This is an optimization exercise on Yosys and OpenROAD, whose aim is small area, a short achievable clock period and few clock cycles, not a production implementation.
Only simulation tests tie the RTL to the original design; equivalence was not proved.
Power figures rest on the tool's default switching activity, not on a simulated workload.

<file path="design/flow/design.v">
module mips_mem_stage (
  input  logic             clk,
  input  logic             rst_n,
  input  logic             req_valid,
  output logic             req_ready,
  input  logic [5:0]       opcode,
  input  logic [31:0]      addr,
  input  logic [31:0]      wdata,
  output logic             resp_valid,
  output logic [31:0]      rdata,
  output logic             addr_err,
  output logic             link_valid,
  output logic [31:0]      link_addr
);
  localparam logic [5:0] OP_SB  = 6'h28;
  localparam logic [5:0] OP_SH  = 6'h29;
  localparam logic [5:0] OP_SW  = 6'h2b;
  localparam logic [5:0] OP_LW  = 6'h23;
  localparam logic [5:0] OP_LBU = 6'h24;
  localparam logic [5:0] OP_LHU = 6'h25;
  localparam logic [5:0] OP_LL  = 6'h30;
  logic [31:0] mem [64];
  logic        is_sb, is_sh, is_sw, is_lw, is_lbu, is_lhu, is_ll;
  logic        mis_h, mis_w;
  logic        st_ok, ld_w, ld_h, ld_b, ll_ok, err;
  logic [3:0]  lane_we;      
  logic [31:0] lane_data;
  logic [3:0]  sel_b0;       
  logic [1:0]  sel_b1;       
  logic        sel_hi;       
  always_comb begin
    is_sb  = (opcode == OP_SB);
    is_sh  = (opcode == OP_SH);
    is_sw  = (opcode == OP_SW);
    is_lw  = (opcode == OP_LW);
    is_lbu = (opcode == OP_LBU);
    is_lhu = (opcode == OP_LHU);
    is_ll  = (opcode == OP_LL);
    mis_h  = addr[0];
    mis_w  = (addr[1:0] != 2'b00);
    st_ok = is_sb || (is_sh && !mis_h) || (is_sw && !mis_w);
    ld_w  = (is_lw || is_ll) && !mis_w;
    ld_h  = is_lhu && !mis_h;
    ld_b  = is_lbu;
    ll_ok = is_ll && !mis_w;
    err   = ((is_sh || is_lhu) && mis_h) || ((is_sw || is_lw || is_ll) && mis_w);
    lane_we = 4'b0000;
    if (is_sw) lane_we = 4'b1111;
    else if (is_sh) lane_we = addr[1] ? 4'b1100 : 4'b0011;
    else if (is_sb) lane_we = 4'b0001 << addr[1:0];
    if (is_sb)      lane_data = {4{wdata[7:0]}};
    else if (is_sh) lane_data = {2{wdata[15:0]}};
    else            lane_data = wdata;
    sel_hi = ld_w;
    sel_b1 = {ld_w || (ld_h && addr[1]), ld_h && !addr[1]};
    sel_b0 = {ld_w || (ld_h && addr[1]) || (ld_b && addr[1:0] == 2'd3),
              ld_b && addr[1:0] == 2'd2,
              (ld_h && !addr[1]) || (ld_b && addr[1:0] == 2'd1),
              ld_b && addr[1:0] == 2'd0};
  end
  logic        v1;
  logic        err1, ll1, st1, hi1;
  logic [1:0]  b1_1;         
  logic [3:0]  b0_1;
  logic [7:2]  a1;
  logic [63:0] wsel;         
  logic [3:0]  lwe1;         
  logic [31:0] x1;           
  always_ff @(posedge clk or negedge rst_n) begin
    if (!rst_n) lwe1 <= 4'b0000;
    else        lwe1 <= (req_valid && st_ok) ? lane_we : 4'b0000;
  end
  always_ff @(posedge clk or negedge rst_n) begin
    if (!rst_n) v1 <= 1'b0;
    else        v1 <= req_valid;
  end
  always_ff @(posedge clk) begin
    begin
      err1 <= err;
      ll1  <= ll_ok;
      st1  <= st_ok;
      hi1  <= sel_hi;
      b1_1 <= sel_b1;
      b0_1 <= sel_b0;
      a1   <= addr[7:2];
      x1   <= {is_ll ? addr[31:8] : lane_data[31:8], lane_data[7:0]};
      for (int w = 0; w < 64; w++) wsel[w] <= (addr[7:2] == w[5:0]);
    end
  end
  always_ff @(posedge clk) begin
    for (int w = 0; w < 64; w++)
      for (int l = 0; l < 4; l++)
        if (wsel[w] && lwe1[l]) mem[w][31-8*l -: 8] <= x1[31-8*l -: 8];
  end
  logic [31:0] rd;
  logic [3:0]  u [32];
  for (genvar b = 0; b < 32; b++) begin : g_rd
    logic [7:0]  p;     
    for (genvar k = 0; k < 8; k++) begin : g_n4
      mm_sel8 u_n (.d({mem[8*k+7][b], mem[8*k+6][b], mem[8*k+5][b], mem[8*k+4][b],
                       mem[8*k+3][b], mem[8*k+2][b], mem[8*k+1][b], mem[8*k][b]}),
                   .s(wsel[8*k +: 8]), .y(p[k]));
    end
    for (genvar k = 0; k < 4; k++) begin : g_o2
      mm_or2 u_q (.a(p[2*k]), .b(p[2*k+1]), .y(u[b][k]));
    end
  end
  for (genvar j = 0; j < 16; j++) begin : g_hi
    mm_o41a u_h (.a(u[16+j][0]), .b(u[16+j][1]), .c(u[16+j][2]), .d(u[16+j][3]), .e(hi1), .y(rd[16+j]));
  end
  for (genvar j = 0; j < 8; j++) begin : g_b1
    mm_sel8 u_r (.d({u[8+j][3], u[8+j][2], u[8+j][1], u[8+j][0], u[24+j][3], u[24+j][2], u[24+j][1], u[24+j][0]}),
                 .s({{4{b1_1[1]}}, {4{b1_1[0]}}}), .y(rd[8+j]));
  end
  for (genvar j = 0; j < 8; j++) begin : g_b0
    logic [1:0] h;
    mm_sel8 u_h1 (.d({u[j][3], u[j][2], u[j][1], u[j][0], u[8+j][3], u[8+j][2], u[8+j][1], u[8+j][0]}),
                  .s({{4{b0_1[3]}}, {4{b0_1[2]}}}), .y(h[1]));
    mm_sel8 u_h0 (.d({u[16+j][3], u[16+j][2], u[16+j][1], u[16+j][0], u[24+j][3], u[24+j][2], u[24+j][1], u[24+j][0]}),
                  .s({{4{b0_1[1]}}, {4{b0_1[0]}}}), .y(h[0]));
    mm_or2 u_r (.a(h[1]), .b(h[0]), .y(rd[j]));
  end
  logic        resp_q, err_q, lv_q;
  logic [31:0] rdata_q;
  logic [31:2] la_q;
  logic        up_q;           
  always_ff @(posedge clk or negedge rst_n) begin
    if (!rst_n) begin
      resp_q <= 1'b0;
      up_q   <= 1'b0;
    end else begin
      resp_q <= v1;
      up_q   <= 1'b1;
    end
  end
  always_ff @(posedge clk) begin
    if (!up_q) begin
      lv_q <= 1'b0;
      la_q <= '0;
    end else if (v1) begin
      if (ll1) begin
        lv_q <= 1'b1;
        la_q <= {x1[31:8], a1};
      end else if (st1 && a1 == la_q[7:2]) begin
        lv_q <= 1'b0;
      end
    end
  end
  always_ff @(posedge clk) begin
    rdata_q <= rd;
    err_q   <= err1;
  end
  assign req_ready  = 1'b1;
  assign resp_valid = resp_q;
  assign rdata      = rdata_q;
  assign addr_err   = err_q;
  assign link_valid = lv_q;
  assign link_addr  = {la_q, 2'b00};
endmodule
module mm_sel8 (input logic [7:0] d, input logic [7:0] s, output logic y);
  logic [3:0] g;
  assign g[0] = !((d[0] && s[0]) || (d[1] && s[1]));
  assign g[1] = !((d[2] && s[2]) || (d[3] && s[3]));
  assign g[2] = !((d[4] && s[4]) || (d[5] && s[5]));
  assign g[3] = !((d[6] && s[6]) || (d[7] && s[7]));
  assign y = !(g[0] && g[1] && g[2] && g[3]);
endmodule
module mm_nand4 (input logic a, b, c, d, output logic y);
  assign y = !(a && b && c && d);
endmodule
module mm_nand2 (input logic a, b, output logic y);
  assign y = !(a && b);
endmodule
module mm_o41a (input logic a, b, c, d, e, output logic y);
  assign y = (a || b || c || d) && e;
endmodule
module mm_or2 (input logic a, b, output logic y);
  assign y = a || b;
endmodule
</file>
<file path="design/flow/run.sh">
#!/bin/bash
# synth_recipe.tcl (not shown) runs the flow's synth.tcl, then flattens the netlist and writes it again
# the make line also repeats each setting of config.mk as NAME=value (left out here)
make -C /OpenROAD-flow-scripts/flow DESIGN_CONFIG=/design/flow/config.mk WORK_HOME=/design/flow/orfs CLKGATE_MAP_FILE= SYNTH_SCRIPT=/design/flow/synth_recipe.tcl finish
</file>
<file path="design/flow/config.mk">
export PLATFORM = sky130hd
export DESIGN_NAME = mips_mem_stage
export DESIGN_NICKNAME = mips_mem_stage
export VERILOG_FILES = /design/flow/design.v
export SDC_FILE = /design/flow/constraint.sdc
export NUM_CORES = 4
export LEC_CHECK = 0
export CAP_MARGIN = 20
export CORE_MARGIN = 2
export CORE_UTILIZATION = 70
export CTS_CLUSTER_DIAMETER = 80
export CTS_CLUSTER_SIZE = 24
export SETUP_SLACK_MARGIN = 3.2
export SLEW_MARGIN = 20
export SYNTH_HIERARCHICAL = 1
export SYNTH_MINIMUM_KEEP_SIZE = 0
</file>
<file path="design/flow/constraint.sdc">
create_clock -name core_clock -period 5.5 [get_ports {clk}]
set_input_delay 1.1000 -clock core_clock [delete_from_list [all_inputs] [get_ports {clk}]]
set_output_delay 1.1000 -clock core_clock [all_outputs]
set_load 0.01 [all_outputs]
</file>
==> results of run 1 <==
through the flow:
step	hold slack, ns	power (mW)	cells
3_3_place_gp	0.337	19.9	6144
4_1_cts	0.349	28.0	6310
3_5_place_dp	0.314	19.9	6144
2_1_floorplan	0.310	19.3	4452
6_report	0.341	28.0	6324
5_1_grt	0.363	28.6	6321
layout make-up:
| type | instances | area share, % |
|---|---|---|
| repair buffers | 264 | 2.74 |
| well taps | 1512 | 2.16 |
| flip-flops and latches | 2231 | 74.8 |
| clock buffers | 156 | 3.22 |
| multi-input cells | 2150 | 17.0 |
| inverters | 4 | 0.0215 |
| clock inverters | 4 | 0.0400 |
| diodes | 3 | 0.00858 |
layer usage:
| layer | vias up | global-route usage, % | wire, µm |
|---|---|---|---|
| met5 | - | 0 | 13 |
| met4 | 2 | 10.1 | 6350 |
| li1 | 19200 | - | - |
| met2 | 2803 | 53.2 | 95300 |
| met3 | 310 | 5.79 | 23700 |
| met1 | 22800 | 53.2 | 79000 |
state kept, by name, summed over array words and instances, names as in the netlist, 2 cells and up:
register / count
mem: 2048
wsel: 64
rdata_q: 32
x1: 32
la_q: 30
a1: 6
b0_1: 4
lwe1: 4
b1_1: 2
synthesized netlist by cell type, types with 2 or more instances:
cell type / number
o41a_1: 16
buf_6: 4
nand3b_1: 2
buf_1: 2
o21ai_0: 25
o211ai_1: 2
conb_1: 2
dfxtp_1: 176
xor2_1: 7
mux2i_1: 2
or2_2: 3
or2_1: 137
nand4_1: 289
a41oi_2: 3
buf_2: 3
and3b_1: 2
a32oi_1: 2
buf_4: 3
a41oi_1: 4
and2_1: 256
nor2_1: 74
nor3_1: 29
nor2b_1: 5
nand3_1: 24
inv_1: 3
a211oi_1: 2
edfxtp_1: 2048
nor3b_1: 3
dfrtp_1: 7
a22oi_1: 1120
a21boi_0: 30
a31oi_1: 17
clkbuf_1: 57
nand2_1: 75
nand2b_1: 4
logic make-up (layout without fill, tap and decap cells):
| kind of cell | Yosys count | after routing | synth area share (%) |
|---|---|---|---|
| muxes | 2 | 2 | 0.0250 |
| buffers and inverters | 73 | 428 | 0.398 |
| and+or+nand+nor | 907 | 909 | 6.56 |
| AOI/OAI and AO/OA | 1228 | 1228 | 11.5 |
| DFF | 2231 | 2231 | 81.4 |
| other | 2 | 7 | 0.00938 |
| xor gates and xnor gates | 7 | 7 | 0.0766 |
final timing paths:
kind	startpoint	endpoint	slack, ns	cells after the start
max	rdata_q[20]	rdata[20]	3.12	1
min	err1	err_q	0.34	0
max reg2reg	wsel[24]	rdata_q[0]	3.17	7
min reg2reg	err1	err_q	0.34	0
max in group asynchronous	rst_n	lwe1[2]	4.47	1
min in group asynchronous	rst_n	lwe1[0]	0.68	1
power by group:
| part | switching [mW] | leakage [nW] | internal (mW) |
|---|---|---|---|
| Combinational | 0.688 | 5.43 | 0.206 |
| Clock | 4.88 | 1.37 | 3.55 |
| Sequential | 0.0949 | 20.0 | 18.5 |
per-module statistics from Yosys (local to each module, per instance):
module,times used,cells,cell area (µm²)
mm_sel8,280,5,36.3
mips_mem_stage,1,2898,68900
mm_o41a,16,1,11.3
mm_or2,136,1,6.26
repair_timing:
item / CTS / global route
pin swaps: 3 / 14
resized for setup: 483 / 64
hold endpoints to repair: 0 / 0
endpoints found under the setup margin: 123 / 66
buffers inserted: 5 / 10
gates cloned: 1 / 1
==> run notes, run 1 <==
pwr dens=320 nW/µm²; worst-path cell with the longest stage delay=dfxtp_4; netlist area before placement=80100 µm²; Filler cells=6411; GRT Resource Usage Total=34.9%; initial core utilization=70.3%; worst-case setup margin in the final layout=3.12 ns; most common library cell in the layout ignoring fill and taps=edfxtp_1; syn avg cell area=18.0 µm²; min Tclk post-route=2.38 ns; Post-Place Worst Slack=1.75 ns; buffer type at the clock tree root=clkbuf_16; Critical Path Start Type=register; latest clock arrival within the worst-skew pair=0.74 ns; highest ir drop seen on vdd=337 µV; routability congestion estimate=0.938; most frequent cells in the layout=edfxtp_1 (2048), a22oi_1 (1094), nand4_1 (289); clock slew seen by the registers of the worst setup and hold paths=0.10 ns; synth top area cells=edfxtp_1 (77%), a22oi_1 (10%), dfxtp_1 (4.4%), nand4_1 (2.3%), and2_1 (2.0%); layout cells sized above 1=10.5%; Placeable Area=114000 µm²; area share of the largest cell type after synthesis=76.8%; WL/cell=32.3 µm; total gr overflow=0; average via count per standard cell=7.13; number of global-route vias before repair=42000; Worst EP required=4.40 ns; sequential fraction of the synthesis area=81.4%; via count of the routed design=45100; number of storage elements in the synthesis netlist=2231; number of warnings printed during yosys synthesis=10; number of ports placed on the die boundary=141; Max Fanout on Critical Path=1; TritonCTS Buffers=102; final worst-path cycle share=43.2%; initial antenna violation count=4; ordered list of cells on the worst path=buf_6; drt initial violations=6451; CP Data Arrival Time=1.28 ns; PortBufs=137; final-report max-slew violation count=0; worst min-delay path category=reg2reg; die area=117000 µm²; final clock skew=0.0244 ns; flip-flop cell with the highest count after synthesis=edfxtp_1; Setup-failing EPs final=0; count of unique library cells instantiated by Yosys=47; largest stage delay on the critical path=0.42 ns; site row count=124; total count of hold-check failures in the final report=0; worst setup path class=reg2out; unrepaired setup endpoints after global routing=true; slew margin rel.=30.9%; cell count after synthesis=4450; crit end category=output pin; post-route standard cell area excluding fillers=87500 µm²; Antenna Violating Nets Remaining=0; drt first pass iters=6; clk buf depth=3; largest net degree at the start of global routing=66; Post-DP Area=84000 µm²; number of buffers added to fix hold violations after cts=0; actual slew at the worst max-slew pin=1.04 ns; Clock Sinks=2231; number of enable-type register cells in the synthesized netlist=2048; Top delay family on crit path=flip-flops; area leader, netlist=edfxtp_1; post-route setup TNS=0 ns; area of combinational cells with multiple inputs=14900 µm²; vertical die dimension=342 µm; # Max-Cap Violations=0; drt drc=0; CTS tree=built; chip width=342 µm; total leakage power=26.8 nW; post-DP HPWL=129000 µm; count of nets after finishing=4826; global-route wire length before repair=291000 µm; Sequential Area=65500 µm²; Buf/Inv on CP=1; status=timing/DRC/antenna clean; share of the core filled with cells in the final layout=76.8%; Async SR Flop Fraction=0.314%; Total Wirelength=204000 µm; area overhead of the layout relative to synthesis=9.24%; H-tree levels=3; highest clock frequency the design can meet=0.421 GHz
Testbench counts, summed over its fixed seeds: cycles 24,016.
==> run 2, diff against run 1 <==
--- a/design/flow/config.mk
+++ b/design/flow/config.mk
@@ -14,3 +14,4 @@
 export SLEW_MARGIN = 20
 export SYNTH_HIERARCHICAL = 1
 export SYNTH_MINIMUM_KEEP_SIZE = 0
+export TNS_END_PERCENT = 20
==> run 2 against run 1 <==
- synthesized cell count is the same
- worst hold slack gained 0.0047 ns
- sequential power is essentially flat
- flip-flop and latch count is the same
- largest cell class unchanged
- largest power group unchanged
==> run notes, run 2 <==
clk buf depth=3 (unchanged); Max Fanout on Critical Path=1 (unchanged); drt first pass iters=6 (unchanged); ordered list of cells on the worst path=buf_2; netlist area before placement=80100 µm² (unchanged); slew margin rel.=31.4% (+0.55 points); Clock Sinks=2231 (unchanged); count of nets after finishing=4831 (+0.10%); average via count per standard cell=7.12 (about the same); Post-Place Cells=6144 (unchanged); number of buffers added to fix hold violations after cts=0 (unchanged); area of combinational cells with multiple inputs=14800 µm² (-0.11%); area leader, netlist=edfxtp_1; total gr overflow=0 (unchanged); number of enable-type register cells in the synthesized netlist=2048 (unchanged); Buf/Inv on CP=1 (unchanged); initial core utilization=70.3% (unchanged); largest net degree at the start of global routing=66 (unchanged); flip-flop cell with the highest count after synthesis=edfxtp_1; buffer type at the clock tree root=clkbuf_16; Top delay family on crit path=flip-flops; WL/cell=32.3 µm (-0.14%); sequential fraction of the synthesis area=81.4% (unchanged); pwr dens=321 nW/µm² (+0.32%); crit end category=output pin; drt drc=0 (unchanged); final worst-path cycle share=43.2% (about the same); GRT Resource Usage Total=34.8% (-0.071 points); die area=117000 µm² (unchanged); number of warnings printed during yosys synthesis=10 (unchanged); via count of the routed design=45100 (-0.011%); unrepaired setup endpoints after global routing=true; CTS tree=built; flip-flop count of the largest register, all copies and words added=2048 (unchanged); min Tclk post-route=2.38 ns (-0.00166 ns); most common library cell in the layout ignoring fill and taps=edfxtp_1; Antenna Violating Nets Remaining=0 (unchanged); number of storage elements in the synthesis netlist=2231 (unchanged); global-route wire length before repair=291000 µm (-0.18%); final clock skew=0.0284 ns (+0.00396 ns); TritonCTS Buffers=102 (unchanged); highest clock frequency the design can meet=0.421 GHz (about the same); actual slew at the worst max-slew pin=1.03 ns (-0.00819 ns); syn avg cell area=18.0 µm² (unchanged); most frequent cells in the layout=edfxtp_1 (2048), a22oi_1 (1093), nand4_1 (289); worst reg-to-reg path cell count=7 (unchanged); number of global-route vias before repair=41900 (-0.25%); reg2reg end=rdata_q[0]; H-tree levels=3 (unchanged); PortBufs=137 (unchanged); largest stage delay on the critical path=0.39 ns (-0.03 ns); final-report max-slew violation count=0 (unchanged); Sequential Area=65400 µm² (about the same); initial antenna violation count=6 (+2); latest clock arrival within the worst-skew pair=0.74 ns (about the same); CP Data Arrival Time=1.28 ns (about the same); post-route insts no fill=6328 (+0.063%); total leakage power=26.8 nW (about the same); total count of hold-check failures in the final report=0 (unchanged); post-DP HPWL=129000 µm (unchanged); instance count along the most critical hold path=0 (unchanged); library cell with the highest instance count after synthesis=edfxtp_1; synth top area cells=edfxtp_1 (77%), a22oi_1 (10%), dfxtp_1 (4.4%), nand4_1 (2.3%), and2_1 (2.0%); hold path endpoint=err_q; routability congestion estimate=0.938 (unchanged); worst reg2reg startpoint=wsel[24]; Critical Path Start Type=register; area overhead of the layout relative to synthesis=8.93%; launch instance of the worst min-delay path=err1; Worst EP required=4.40 ns (about the same); Reg with most FFs=mem; status=timing/DRC/antenna clean; number of ports placed on the die boundary=141 (unchanged); worst min-delay path category=reg2reg; cell count after synthesis=4450 (unchanged); Setup-failing EPs final=0 (unchanged); area share of the largest cell type after synthesis=76.8% (unchanged); largest registers=mem (2048), wsel (64); Total Wirelength=204000 µm (about the same); layout cells sized above 1=10.2% (-0.28 points); # Max-Cap Violations=0 (unchanged); Placeable Area=114000 µm² (unchanged); highest ir drop seen on vdd=344 µV (+2.1%); drt initial violations=6652 (+3.1%); commonest cells in the synthesized netlist=edfxtp_1 (2048), a22oi_1 (1120), nand4_1 (289); Worst R2R Setup Slack=3.18 ns (about the same); count of unique library cells instantiated by Yosys=47 (unchanged); worst setup path class=reg2out; Filler cells=6463 (+0.81%); site row count=124 (unchanged); chip width=342 µm (unchanged); vertical die dimension=342 µm (unchanged); post-route setup TNS=0 ns (unchanged); worst-path cell with the longest stage delay=dfxtp_2; Async SR Flop Fraction=0.314% (unchanged); clock slew seen by the registers of the worst setup and hold paths=0.11 ns (about the same)
run 2: cell counts after synthesis:
No cell type changed its count.
run 2: worst max path at each step:
stage	start	end	slack [ns]	depth (start not counted)
CTS	resp_q	resp_valid	3.11	1
global route	resp_q	resp_valid	3.12	1
detailed placement	opcode[1]	x1[26]	1.75	5
global placement	opcode[1]	x1[26]	1.77	5
floorplan	opcode[1]	x1[27]	3.20	7
finish	rdata_q[25]	rdata[25]	3.12	1
run 2: per-layer routing:
| layer | vias up | routed length, µm | GRT usage, % |
|---|---|---|---|
| met2 | 2831 | 95800 | 53.4 |
| li1 | 19200 | - | - |
| met4 | 4 | 5420 | 9.32 |
| met1 | 22800 | 79200 | 53.2 |
| met5 | - | 23 | 0 |
| met3 | 277 | 23800 | 5.88 |
run 2: per-module statistics from Yosys (local to each module, per instance):
module          cell area (µm²)  times used
mm_sel8                    36.3         280
mm_or2                     6.26         136
mips_mem_stage            68900           1
mm_o41a                    11.3          16
run 2: per-stage QoR:
step,instance area [µm²],total power [mW],hold slack [ns],utilization (%),setup WS (ns)
after CTS,86800,28.0,0.357,76.2,3.11
after detailed placement,84000,19.9,0.314,73.7,1.75
after floorplan,80100,19.3,0.310,-,3.20
after global placement,84000,19.9,0.337,73.7,1.77
after global routing,87200,28.5,0.371,76.6,3.12
final,87200,28.0,0.345,76.6,3.12
run 2: kinds of logic (layout without fill, tap and decap cells):
logic type / Yosys count / count (layout) / synth area share [%]
other cells: 2 / 6 / 0.00938
simple gates: 907 / 908 / 6.56
compound gates: 1228 / 1228 / 11.5
xor+xnor: 7 / 7 / 0.0766
buf+inv: 73 / 434 / 0.398
mux: 2 / 2 / 0.0250
flops: 2231 / 2231 / 81.4
run 2: layout make-up:
cell class / count / share of cell area, %
Inverter: 4 / 0.0172
Tap cell: 1512 / 2.17
Multi-Input combinational cell: 2149 / 17.0
Sequential cell: 2231 / 75.0
Clock buffer: 156 / 3.23
Timing Repair Buffer: 270 / 2.53
Clock inverter: 4 / 0.0402
Antenna cell: 2 / 0.00574
run 2: power by group:
group | internal, mW | switching [mW]
Clock | 3.55 | 4.89
Sequential | 18.5 | 0.0945
Combinational | 0.203 | 0.688
Total | 22.3 | 5.67
run 2: what timing repair did:
action                     in CTS  in global routing
pin swaps                       3                 13
setup buffers                   4                 17
setup endpoints to repair     123                 85
cloned                          1                  0
gates resized for setup       380                 94
==> run 3, diff against run 2 <==
--- a/design/flow/config.mk
+++ b/design/flow/config.mk
@@ -14,4 +14,4 @@
 export SLEW_MARGIN = 20
 export SYNTH_HIERARCHICAL = 1
 export SYNTH_MINIMUM_KEEP_SIZE = 0
-export TNS_END_PERCENT = 20
+export TNS_END_PERCENT = 5
==> run 3 against run 2 <==
- still clean
- via count is essentially flat
- cell area shrank 0.22%
- critical path depth grew 5
- synthesized area is the same
- first-iteration DRC count grew 3.2%
- register-to-register slack lost 0.18 ns
- routed wire length is essentially flat
- combinational power shrank 0.7%
- final cell count is essentially flat
- largest power group unchanged
==> run notes, run 3 <==
site row count=124 (unchanged); netlist area before placement=80100 µm² (unchanged); PortBufs=137 (unchanged); most frequent cells in the layout=edfxtp_1 (2048), a22oi_1 (1104), nand4_1 (289); total leakage power=26.7 nW (-0.19%); flip-flop count of the largest register, all copies and words added=2048 (unchanged); CP Data Arrival Time=2.94 ns (+1.66 ns); Critical Path Start Type=register; Async SR Flop Fraction=0.314% (unchanged); number of buffers added to fix hold violations after cts=0 (unchanged); buffer type at the clock tree root=clkbuf_16; drt drc=0 (unchanged); flip-flop cell with the highest count after synthesis=edfxtp_1; pwr dens=321 nW/µm² (+0.16%); WL/cell=32.3 µm (about the same); Post-Place Worst Slack=1.75 ns (unchanged); layout cells sized above 1=9.60% (-0.60 points); library cell with the highest instance count after synthesis=edfxtp_1; crit end category=register; final worst-path cycle share=45.4% (+2.2 points); H-tree levels=3 (unchanged); worst-case setup margin in the final layout=3.00 ns (-0.121 ns); Max Fanout on Critical Path=17 (+16); Worst R2R Setup Slack=3.00 ns (-0.18 ns); total count of hold-check failures in the final report=0 (unchanged); Final Total Pwr=28.0 mW (about the same); Clock Sinks=2231 (unchanged); number of warnings printed during yosys synthesis=10 (unchanged); min Tclk post-route=2.50 ns (+0.121 ns); unrepaired setup endpoints after global routing=true; number of storage elements in the synthesis netlist=2231 (unchanged); routability congestion estimate=0.938 (unchanged); latest clock arrival within the worst-skew pair=0.74 ns (about the same); chip width=342 µm (unchanged); count of nets after finishing=4828 (-0.062%); number of ports placed on the die boundary=141 (unchanged); Total Wirelength=204000 µm (about the same); cell count after synthesis=4450 (unchanged); Setup-failing EPs final=0 (unchanged); Reg with most FFs=mem; share of the core filled with cells in the final layout=76.4% (-0.17 points); global-route wire length before repair=291000 µm (about the same); sequential fraction of the synthesis area=81.4% (unchanged); Antenna Violating Nets Remaining=0 (unchanged); # Max-Cap Violations=0 (unchanged); number of enable-type register cells in the synthesized netlist=2048 (unchanged); area share of the largest cell type after synthesis=76.8% (unchanged); vertical die dimension=342 µm (unchanged); GRT Resource Usage Total=34.9% (+0.036 points); die area=117000 µm² (unchanged); post-DP HPWL=129000 µm (unchanged); synth top area cells=edfxtp_1 (77%), a22oi_1 (10%), dfxtp_1 (4.4%), nand4_1 (2.3%), and2_1 (2.0%); clk buf depth=3 (unchanged); worst reg-to-reg path cell count=6 (-1); instance count along the most critical hold path=0 (unchanged); clock slew seen by the registers of the worst setup and hold paths=0.09 ns (-0.02 ns); worst min-delay path category=reg2reg; worst setup path class=reg2reg; launch instance of the worst min-delay path=err1; syn avg cell area=18.0 µm² (unchanged); highest ir drop seen on vdd=345 µV (+0.25%); status=timing/DRC/antenna clean; average via count per standard cell=7.13 (about the same); number of global-route vias before repair=41800 (-0.15%); largest registers=mem (2048), wsel (64); Hold WS=0.345 ns (-0.000865 ns); drt first pass iters=6 (unchanged); reg2reg end=rdata_q[11]; most common library cell in the layout ignoring fill and taps=edfxtp_1; slew margin rel.=30.4% (-1.0 points); area leader, netlist=edfxtp_1; highest clock frequency the design can meet=0.401 GHz (-4.8%); Worst EP required=5.95 ns (+1.55 ns); hold path endpoint=err_q; largest net degree at the start of global routing=66 (unchanged); total gr overflow=0 (unchanged); commonest cells in the synthesized netlist=edfxtp_1 (2048), a22oi_1 (1120), nand4_1 (289); via count of the routed design=45100 (-0.020%); Placeable Area=114000 µm² (unchanged); CTS tree=built; area overhead of the layout relative to synthesis=8.69%; final clock skew=0.0286 ns (+0.000159 ns); post-route setup TNS=0 ns (unchanged); worst reg2reg startpoint=wsel[11]; drt initial violations=6865 (+3.2%); initial core utilization=70.3% (unchanged); initial antenna violation count=8 (+2); TritonCTS Buffers=102 (unchanged); actual slew at the worst max-slew pin=1.04 ns (+0.0156 ns); final-report max-slew violation count=0 (unchanged); count of unique library cells instantiated by Yosys=47 (unchanged)
-- run 3: worst max-delay path: stages (launching register included) --
cell and delay [ns]:
dfxtp_4 0.43, buf_4 0.23, a22oi_2 0.25, nand4_1 0.21, or2_1 0.38, a22oi_1 0.28, nand4_1 0.42
-- run 3: kinds of logic after synthesis --
| group | after synthesis | synth area share [%] |
|---|---|---|
| DFF | 2231 | 81.4 |
| AOI/OAI and AO/OA | 1228 | 11.5 |
| and+or+nand+nor | 907 | 6.56 |
| buffers and inverters | 73 | 0.398 |
| xor gates and xnor gates | 7 | 0.0766 |
| muxes | 2 | 0.0250 |
| other | 2 | 0.00938 |
-- run 3: Yosys stat by module (local to each module, per instance) --
| module | times used | cells | flops+latches | cell area (µm²) |
|---|---|---|---|---|
| mips_mem_stage | 1 | 2898 | 2231 | 68900 |
| mm_or2 | 136 | 1 | 0 | 6.26 |
| mm_sel8 | 280 | 5 | 0 | 36.3 |
| mm_o41a | 16 | 1 | 0 | 11.3 |
-- run 3: stage by stage --
| step | cell area [µm²] | instances |
|---|---|---|
| 2_1_floorplan | 80100 | 4452 |
| 3_3_place_gp | 84000 | 6144 |
| 3_5_place_dp | 84000 | 6144 |
| 5_1_grt | 87000 | 6323 |
| 4_1_cts | 86700 | 6308 |
| 6_report | 87000 | 6324 |
-- run 3: worst max-delay path by stage --
stage	startpoint	endpoint	slack, ns	cells past startpoint
after floorplan	opcode[1]	x1[27]	3.20	7
after global placement	opcode[1]	x1[26]	1.77	5
after detailed placement	opcode[1]	x1[26]	1.75	5
after CTS	resp_q	resp_valid	3.11	1
after global routing	wsel[60]	rdata_q[11]	3.04	6
final	wsel[11]	rdata_q[11]	3.00	6
-- run 3: what timing repair did --
| action | 4_1_cts | 5_1_grt |
|---|---|---|
| endpoints found under the setup margin | 123 | 108 |
| gates cloned | 1 | 1 |
| endpoints found under the hold margin | 0 | 0 |
| buffers inserted | 3 | 14 |
| pin swaps | 3 | 12 |
| gates resized for setup | 363 | 59 |
-- run 3: metal layers --
layer	vias up	wire length, µm	global-route usage (%)
met3	285	24200	5.53
met5	-	52	0
met2	2858	95600	53.3
li1	19200	-	-
met4	6	5630	9.48
met1	22700	78800	53.5
-- run 3: layout make-up --
cell class	instances	area, µm²
inverter	4	15.0
timing repair buffer	266	2100
clock inverter	4	35.0
clock buffer	156	2820
fill	6483	26800
tap	1512	1890
multi-input combinational	2150	14800
antenna	1	2.50
sequential	2231	65400
-- run 3: power by group --
group | switching, mW | internal (mW) | total, mW
combinational | 0.687 | 0.197 | 0.885
clock | 4.88 | 3.55 | 8.43
sequential | 0.0951 | 18.5 | 18.6
total | 5.66 | 22.3 | 28.0
==> run 4, diff against run 3 <==
--- a/design/flow/config.mk
+++ b/design/flow/config.mk
@@ -7,11 +7,10 @@
 export LEC_CHECK = 0
 export CAP_MARGIN = 20
 export CORE_MARGIN = 2
-export CORE_UTILIZATION = 70
+export CORE_UTILIZATION = 65
 export CTS_CLUSTER_DIAMETER = 80
 export CTS_CLUSTER_SIZE = 24
-export SETUP_SLACK_MARGIN = 3.2
+export SETUP_SLACK_MARGIN = 3.3
 export SLEW_MARGIN = 20
 export SYNTH_HIERARCHICAL = 1
 export SYNTH_MINIMUM_KEEP_SIZE = 0
-export TNS_END_PERCENT = 5
==> run 4 against run 3 <==
- synthesized cell count unchanged
- cell area grew 2.0%
- critical endpoint is now rdata[10]
- register-to-register slack better by 0.23 ns
- routed wire length rose by 6.7%
- final cell count up 2.6%
- via count up 1.5%
- still clean
==> run notes, run 4 <==
# Max-Cap Violations=0 (unchanged); average via count per standard cell=7.05 (-1.1%); die area=126000 µm² (+7.6%); worst setup path class=reg2out; CP Data Arrival Time=1.30 ns (-1.64 ns); latest clock arrival within the worst-skew pair=0.73 ns (about the same); Final Total Pwr=28.2 mW (+0.76%); Critical Path Start Type=register; Placeable Area=122000 µm² (+7.2%); netlist area before placement=80100 µm² (unchanged); crit end category=output pin; highest ir drop seen on vdd=286 µV (-17%); count of nets after finishing=4869 (+0.85%); number of ports placed on the die boundary=141 (unchanged); count of unique library cells instantiated by Yosys=47 (unchanged); launch instance of the worst min-delay path=err1; pwr dens=317 nW/µm² (-1.2%); highest clock frequency the design can meet=0.418 GHz (+4.2%); reg2reg end=rdata_q[7]; unrepaired setup endpoints after global routing=true; largest stage delay on the critical path=0.44 ns (about the same); worst min-delay path category=reg2reg; WL/cell=33.6 µm (+4.0%); Buf/Inv on CP=1 (unchanged); drt first pass iters=6 (unchanged); Total Wirelength=218000 µm (+6.7%); global-route wire length before repair=305000 µm (+4.9%); TritonCTS Buffers=103 (+0.98%); Clock Sinks=2231 (unchanged); syn avg cell area=18.0 µm² (unchanged); initial core utilization=65.6% (-4.7 points); number of buffers added to fix hold violations after cts=0 (unchanged); flip-flop count of the largest register, all copies and words added=2048 (unchanged); number of enable-type register cells in the synthesized netlist=2048 (unchanged); total count of hold-check failures in the final report=0 (unchanged); final-report max-slew violation count=0 (unchanged); drt initial violations=7274 (+6.0%); Post-Place Worst Slack=1.65 ns (-0.106 ns); site row count=128 (+3.2%); library cell with the highest instance count after synthesis=edfxtp_1; Worst R2R Setup Slack=3.23 ns (+0.23 ns); clk buf depth=3 (unchanged); buffer type at the clock tree root=clkbuf_16; ordered list of cells on the worst path=buf_6; Top delay family on crit path=flip-flops; hold path endpoint=err_q; area share of the largest cell type after synthesis=76.8% (unchanged); number of global-route vias before repair=42100 (+0.61%); layout cells sized above 1=13.4% (+3.8 points); Async SR Flop Fraction=0.314% (unchanged); area overhead of the layout relative to synthesis=10.9%; clock slew seen by the registers of the worst setup and hold paths=0.10 ns (about the same); chip width=355 µm (+3.7%); most frequent cells in the layout=edfxtp_1 (2048), a22oi_1 (1021), nand4_1 (289); number of warnings printed during yosys synthesis=10 (unchanged); worst-case setup margin in the final layout=3.10 ns (+0.101 ns); GRT Resource Usage Total=34.1% (-0.76 points); min Tclk post-route=2.40 ns (-0.101 ns); largest registers=mem (2048), wsel (64); worst-path cell with the longest stage delay=dfxtp_4; slew margin rel.=27.5% (-2.9 points); Setup-failing EPs final=0 (unchanged); synth top area cells=edfxtp_1 (77%), a22oi_1 (10%), dfxtp_1 (4.4%), nand4_1 (2.3%), and2_1 (2.0%); status=timing/DRC/antenna clean; CTS tree=built; Worst EP required=4.40 ns (-1.55 ns); worst reg-to-reg path cell count=7 (+1); total leakage power=27.2 nW (+1.7%); commonest cells in the synthesized netlist=edfxtp_1 (2048), a22oi_1 (1120), nand4_1 (289); via count of the routed design=45700 (+1.5%); instance count along the most critical hold path=0 (unchanged); Max Fanout on Critical Path=1 (-16); actual slew at the worst max-slew pin=1.09 ns (+0.0439 ns); drt drc=0 (unchanged); largest net degree at the start of global routing=66 (unchanged); Reg with most FFs=mem; sequential fraction of the synthesis area=81.4% (unchanged); post-DP HPWL=134000 µm (+3.8%); total gr overflow=0 (unchanged); post-route setup TNS=0 ns (unchanged); PortBufs=137 (unchanged); vertical die dimension=355 µm (+3.7%); area leader, netlist=edfxtp_1; initial antenna violation count=13 (+5); final worst-path cycle share=43.5% (-1.8 points); cell count after synthesis=4450 (unchanged); worst reg2reg startpoint=wsel[60]; Antenna Violating Nets Remaining=0 (unchanged); routability congestion estimate=0.936 (-0.23%); flip-flop cell with the highest count after synthesis=edfxtp_1; most common library cell in the layout ignoring fill and taps=edfxtp_1; H-tree levels=3 (unchanged); final clock skew=0.0276 ns (-0.000988 ns); number of storage elements in the synthesis netlist=2231 (unchanged)
[run 4: cell counts after synthesis]
No cell type changed its count.
[run 4: per-stage QoR]
stage          hold slack, ns  std cells  utilization (%)  cell area [µm²]
2_1_floorplan           0.310       4452                -            80100
3_3_place_gp            0.338       6261             68.9            84100
3_5_place_dp            0.337       6261             68.9            84100
4_1_cts                 0.357       6458             72.1            88000
5_1_grt                 0.356       6485             72.8            88800
6_report                0.350       6486             72.8            88800
[run 4: how the worst max path moves through the flow]
stage / start / to / slack (ns) / cells after the start
after CTS: rdata_q[11] / rdata[11] / 3.10 / 1
after floorplan: opcode[1] / x1[27] / 3.20 / 7
after global placement: opcode[1] / x1[26] / 1.67 / 5
after detailed placement: opcode[1] / x1[26] / 1.65 / 5
after global routing: rdata_q[4] / rdata[4] / 3.09 / 1
final: rdata_q[10] / rdata[10] / 3.10 / 1
[run 4: cell type report]
cell class              instances  area [µm²]
diodes                          2        5.00
well taps                    1625        2030
fillers                      7518       33200
flip-flops and latches       2231       65400
inverters                       4        16.3
clock inverters                 4        43.8
multi-input cells            2151       15300
clock buffers                 164        2870
repair buffers                305        3080
[run 4: report_power, final]
| group | internal (mW) | total [mW] | leakage (nW) | switching [mW] |
|---|---|---|---|---|
| sequential | 18.5 | 18.6 | 20.0 | 0.0842 |
| clock | 3.63 | 8.58 | 1.40 | 4.95 |
| combinational | 0.230 | 0.957 | 5.82 | 0.727 |
| total | 22.4 | 28.2 | 27.2 | 5.76 |
[run 4: per-module statistics from Yosys, one instance, submodules excluded]
module,cells inside,flip-flops and latches
mips_mem_stage,2898,2231
mm_o41a,1,0
mm_or2,1,0
mm_sel8,5,0
[run 4: cell families (layout without fill, tap and decap cells)]
kind of cell    after synthesis  count (layout)  synth area share, %
flops                      2231            2231                 81.4
compound gates             1228            1228                 11.5
simple gates                907             910                 6.56
buf+inv                      73             477                0.398
xor+xnor                      7               7               0.0766
other cells                   2               6              0.00938
mux                           2               2               0.0250
[run 4: layer usage]
metal	part of all wire, %	vias to the layer above	track usage [%]
met1	39	23500	51.6
li1	-	19300	-
met4	2.4	10	7.81
met2	47	2691	53.1
met5	0.021	-	0
met3	11	289	5.84
[run 4: timing repair]
action                     4_1_cts  5_1_grt
setup endpoints to repair      292      101
pin swaps                       56       67
gates cloned                     4        5
resized for setup              566      144
setup buffers                   25       21

re-timing with driven ports:
The flow's constraints put no driver on any port. The routed layouts listed below were extracted and timed again, unchanged, in two steps. Step 1, drivers: a clkbuf_16 drives clk and a buf_2 each remaining input, both assumed. Step 2 moves the port delays by t, midway between the first and last clock arrival at a register: inputs arrive t later, outputs are due t later. That takes back most of the time a late clock gives input paths. Slacks: ideal ports / drivers / drivers and shift; pairs: ideal ports / drivers.
run	t (ns)	slack for setup (ns)	hold WS [ns]	clock arrival spread, ns	worst slew at a driven data input, ns
run 1	0.802	3.123 / 3.046 / 2.483	0.341 / 0.341 / 0.341	0.027 / 0.027	0.05
run 2	0.805	3.125 / 3.047 / 2.462	0.345 / 0.345 / 0.345	0.031 / 0.031	0.05
run 3	0.804	3.004 / 3.004 / 2.469	0.345 / 0.345 / 0.345	0.031 / 0.032	0.05
run 4	0.801	3.105 / 3.021 / 2.512	0.350 / 0.350 / 0.350	0.029 / 0.028	0.16
After both steps every run listed still meets setup and hold. For run 2, which loses most, drivers alone change the setup slack by -0.078 ns; drivers and shift together by -0.663 ns.
